Context: an optimization exercise on an open-source flow, tuned for small area, a short achievable clock period and few clock cycles per item. The choices shown serve that exercise and are no tape-out recipe.
Function was checked by simulation only, so behaviour that the tests miss may differ from the original.
No activity file was given, so power comes from the tool's default toggle rates.

Setup of build 89:
// file_transfer_sector_splitter
module file_transfer_sector_splitter
#(
    parameter int SECTOR_BYTES      = FTSS_SECTOR_BYTES,
    parameter int FILE_SECTOR_LIMIT = FTSS_FILE_SECTOR_LIMIT
) (
    input  logic                aclk,
    input  logic                aresetn,
    input  logic                psel,
    input  logic                penable,
    input  logic                pwrite,
    input  logic [ADDR_W-1:0]   paddr,
    input  logic [31:0]         pwdata,
    output logic [31:0]         prdata,
    output logic                pready,
    input  logic                s_valid,
    output logic                s_ready,
    input  logic                s_req_type,
    input  logic [FILE_W-1:0]   s_file_index,
    input  logic signed [31:0]  s_position,
    input  logic [31:0]         s_transfer_length,
    output logic                m_valid,
    input  logic                m_ready,
    output logic [STATUS_W-1:0] m_status,
    output logic [31:0]         m_physical_sector,
    output logic [OFFSET_W-1:0] m_sector_offset,
    output logic [COUNT_W-1:0]  m_chunk_bytes,
    output logic                m_last
);
    logic        erased_reg;
    logic [5:0]  spf_reg;
    logic [31:0] main_reg;
    logic [31:0] backup_reg;
    logic        cfg_write;
    logic [1:0]  cfg_index;
    assign pready    = 1'b1;
    assign cfg_write = psel && penable && pwrite;
    assign cfg_index = paddr[3:2];
    always_ff @(posedge aclk) begin
        if (!aresetn) begin
            erased_reg <= 1'b0;
            spf_reg    <= 6'd1;
            main_reg   <= 32'd0;
            backup_reg <= 32'd1;
  ...
Size in the first run: about 2700 cells after synthesis, about 210 I/O pins, about 17000 µm² of cells after synthesis.
==> flow/config.mk <==
export PLATFORM = sky130hd
export DESIGN_NAME = file_transfer_sector_splitter
export DESIGN_NICKNAME = file_transfer_sector_splitter
export VERILOG_FILES = /design/flow/design.v
export SDC_FILE = /design/flow/constraint.sdc
export NUM_CORES = 4
export LEC_CHECK = 0
export ABC_AREA = 1
export CAP_MARGIN = 20
export CORE_MARGIN = 2
export CORE_UTILIZATION = 40
export SETUP_SLACK_MARGIN = 1.2
export SLEW_MARGIN = 20
==> flow/constraint.sdc <==
create_clock -name core_clock -period 5.5 [get_ports {aclk}]
set_input_delay 1.1000 -clock core_clock [delete_from_list [all_inputs] [get_ports {aclk}]]
set_output_delay 1.1000 -clock core_clock [all_outputs]
set_load 0.01 [all_outputs]
standard.sh (not shown) runs the stock make flow with config.mk's settings and CLKGATE_MAP_FILE= SYNTH_SCRIPT=/design/flow/synth_recipe.tcl, a recipe that flattens the netlist after the stock synthesis.
==> flow/flow/run.sh <==
#!/bin/bash
# The standard layout (standard.sh), with Yosys's adder-cell mapping turned off
# (ABC maps adders and comparators as plain logic) and the port buffers made as
# sky130_fd_sc_hd__buf_1 cells. Registers are those of the standard synthesis.
set -euo pipefail
bash standard.sh ADDER_MAP_FILE= "BUFFER_PORTS_ARGS=-buffer_cell sky130_fd_sc_hd__buf_1" finish > make_finish.log 2>&1
Testbench counts of build 89, summed over its fixed seeds: cycles 49,244, requests 12,000.
The inputs of build 86 differ from those of build 89 as listed below.
Settings: SETUP_SLACK_MARGIN changed from 1.2 to 2.2.
Notes after the runs:
Every stage of the flow completed for build 86, and the final layout passed the timing, design-rule and antenna checks. Relative area of non-clock buffer cells in the final design (build 86 over build 89): increase, 6.1 points. Taking build 89 as the reference, in build 86 number of buffers inserted during clock tree synthesis held, setup slack went up 0.24 ns, cell area went up 26%. Re via count: build 86 is 1474 up on build 89. Build 86 vs. build 89: length of routed met2 wiring went up by 18%. Changes observed in build 86 relative to build 89: wire length of the first global-routing pass went up, core utilization of the finished layout picked up an extra 12 points, reported clock group power saw a decrease. Build 86 vs. build 89: clock skew has remained practically unchanged; total number of tap cells has remained practically unchanged.
> inputs changed (build 86 -> build 40)
Settings: changing SETUP_SLACK_MARGIN from 2.2 to 1.8.
[summary]
[compare] base=build 86 new=build 40: worst hold slack across all endpoints rose by 0.0063 ns; die area saw little to no change; fraction of power spent switching nets saw a decrease; non-clock buffering overhead in the final layout -3.5 points. Across both runs, critical path arrival was higher for build 40 than for build 86.
--- input diff build 40..build 47 ---
Settings: SETUP_SLACK_MARGIN changed from 1.8 to 1.35.
Results
Compared with build 40, number of nets in the finished design in build 47 decreased slightly. Worst setup slack: build 47 lower than build 40. Build 47 vs. build 40: total length of routed wires went down by 2.4%. Build 47 against build 40: length of routed wiring on met1 about even; worst hold path cell count essentially unchanged.


file_transfer_sector_splitter, a different RTL version from the one above (not shown whole).
Size: ~180 flip-flops, ~210 I/O pins, roughly 18000 um^2 of cells after synthesis.
// file_transfer_sector_splitter
module file_transfer_sector_splitter
#(
    parameter int SECTOR_BYTES      = FTSS_SECTOR_BYTES,
    parameter int FILE_SECTOR_LIMIT = FTSS_FILE_SECTOR_LIMIT
) (
    input  logic                aclk,
    input  logic                aresetn,
    input  logic                psel,
    input  logic                penable,
    input  logic                pwrite,
    input  logic [ADDR_W-1:0]   paddr,
    input  logic [31:0]         pwdata,
    output logic [31:0]         prdata,
    output logic                pready,
    input  logic                s_valid,
    output logic                s_ready,
    input  logic                s_req_type,
    input  logic [FILE_W-1:0]   s_file_index,
    input  logic signed [31:0]  s_position,
    input  logic [31:0]         s_transfer_length,
    output logic                m_valid,
    input  logic                m_ready,
    output logic [STATUS_W-1:0] m_status,
    output logic [31:0]         m_physical_sector,
    output logic [OFFSET_W-1:0] m_sector_offset,
    output logic [COUNT_W-1:0]  m_chunk_bytes,
    output logic                m_last
);
Settings: LEC_CHECK=0, CAP_MARGIN=20, CORE_MARGIN=2, CORE_UTILIZATION=40, SLEW_MARGIN=20; clock period 5.5 ns.
==> flow/flow/run.sh <==
#!/bin/bash
# The standard layout (standard.sh, standard synthesis), with the port buffers
# made as sky130_fd_sc_hd__buf_1 cells.
set -euo pipefail
bash standard.sh "BUFFER_PORTS_ARGS=-buffer_cell sky130_fd_sc_hd__buf_1" finish > make_finish.log 2>&1
Testbench counts at the start, summed over its fixed seeds: cycles 49,244, requests 12,000.
Next try:
==> flow/run.sh (new file) <==
#!/bin/bash
# synth_recipe.tcl (not shown) runs the flow's synth.tcl, then flattens the netlist and writes it again
# the make line also repeats each setting of config.mk as NAME=value (left out here)
make -C /OpenROAD-flow-scripts/flow DESIGN_CONFIG=/design/flow/config.mk WORK_HOME=/design/flow/orfs CLKGATE_MAP_FILE= SYNTH_SCRIPT=/design/flow/synth_recipe.tcl finish
ABC_AREA = 1   (was not set)
CORE_UTILIZATION = 65   (was 40)
removed: flow/flow/run.sh
removed: flow/standard.sh
Fmax barely changes.
Power went up by about 7%.
Final cell count came out higher by 5.0%.
Critical path depth went down by 2.
Hold slack improves by 0.013 ns.
Wire length rises by about 10%.
Cell area climbs by about 2.6%.
Clock-buffer cell count came out lower by 1.
Next try:
ABC_AREA = not set   (was 1)
CORE_UTILIZATION = 40   (was 65)
Via count fell by 15%.
Clock power rose by about 8%.
Worst setup slack is better by 0.034 ns.
Sequential power fell by about 2%.
Design area rose by 4.5%.
First-iteration DRC count fell by 49%.

-- re-timing with driven ports --
No port has a modelled driver above. Below, the same layouts with a new extraction and two added sets of constraints. Step 1: set_driving_cell puts a clkbuf_16 on aclk and a buf_2 on each other input, an assumption about the parent block. Step 2 moves the port delays by t, midway between the first and last clock arrival at a register: inputs arrive t later, outputs are due t later. That takes back most of the time a late clock gives input paths. Slacks: no drivers / after step 1 / after step 2; pairs: no drivers / after step 1.
| run | shift t [ns] | setup slack, ns | latest minus earliest clock arrival (ns) |
|---|---|---|---|
| build 89 | 0.509 | 1.459 / 1.427 / 1.131 | 0.013 / 0.012 |
| build 86 | 0.501 | 1.696 / 1.654 / 1.613 | 0.014 / 0.014 |
| build 40 | 0.502 | 1.590 / 1.590 / 1.563 | 0.008 / 0.007 |
| build 47 | 0.504 | 1.506 / 1.496 / 1.241 | 0.007 / 0.008 |
| the first run of note 2 | 0.506 | 0.218 / 0.218 / 0.012 | 0.015 / 0.015 |
| the second run of note 2 | 0.512 | 0.226 / 0.252 / -0.260 | 0.020 / 0.020 |
| the third run of note 2 | 0.512 | 0.261 / 0.261 / -0.218 | 0.013 / 0.013 |
With both steps, setup timing fails in the second run of note 2 and the third run of note 2, where it was met with ideal ports. For the second run of note 2, which loses most, drivers alone change the setup slack by +0.026 ns; drivers and shift together by -0.486 ns.
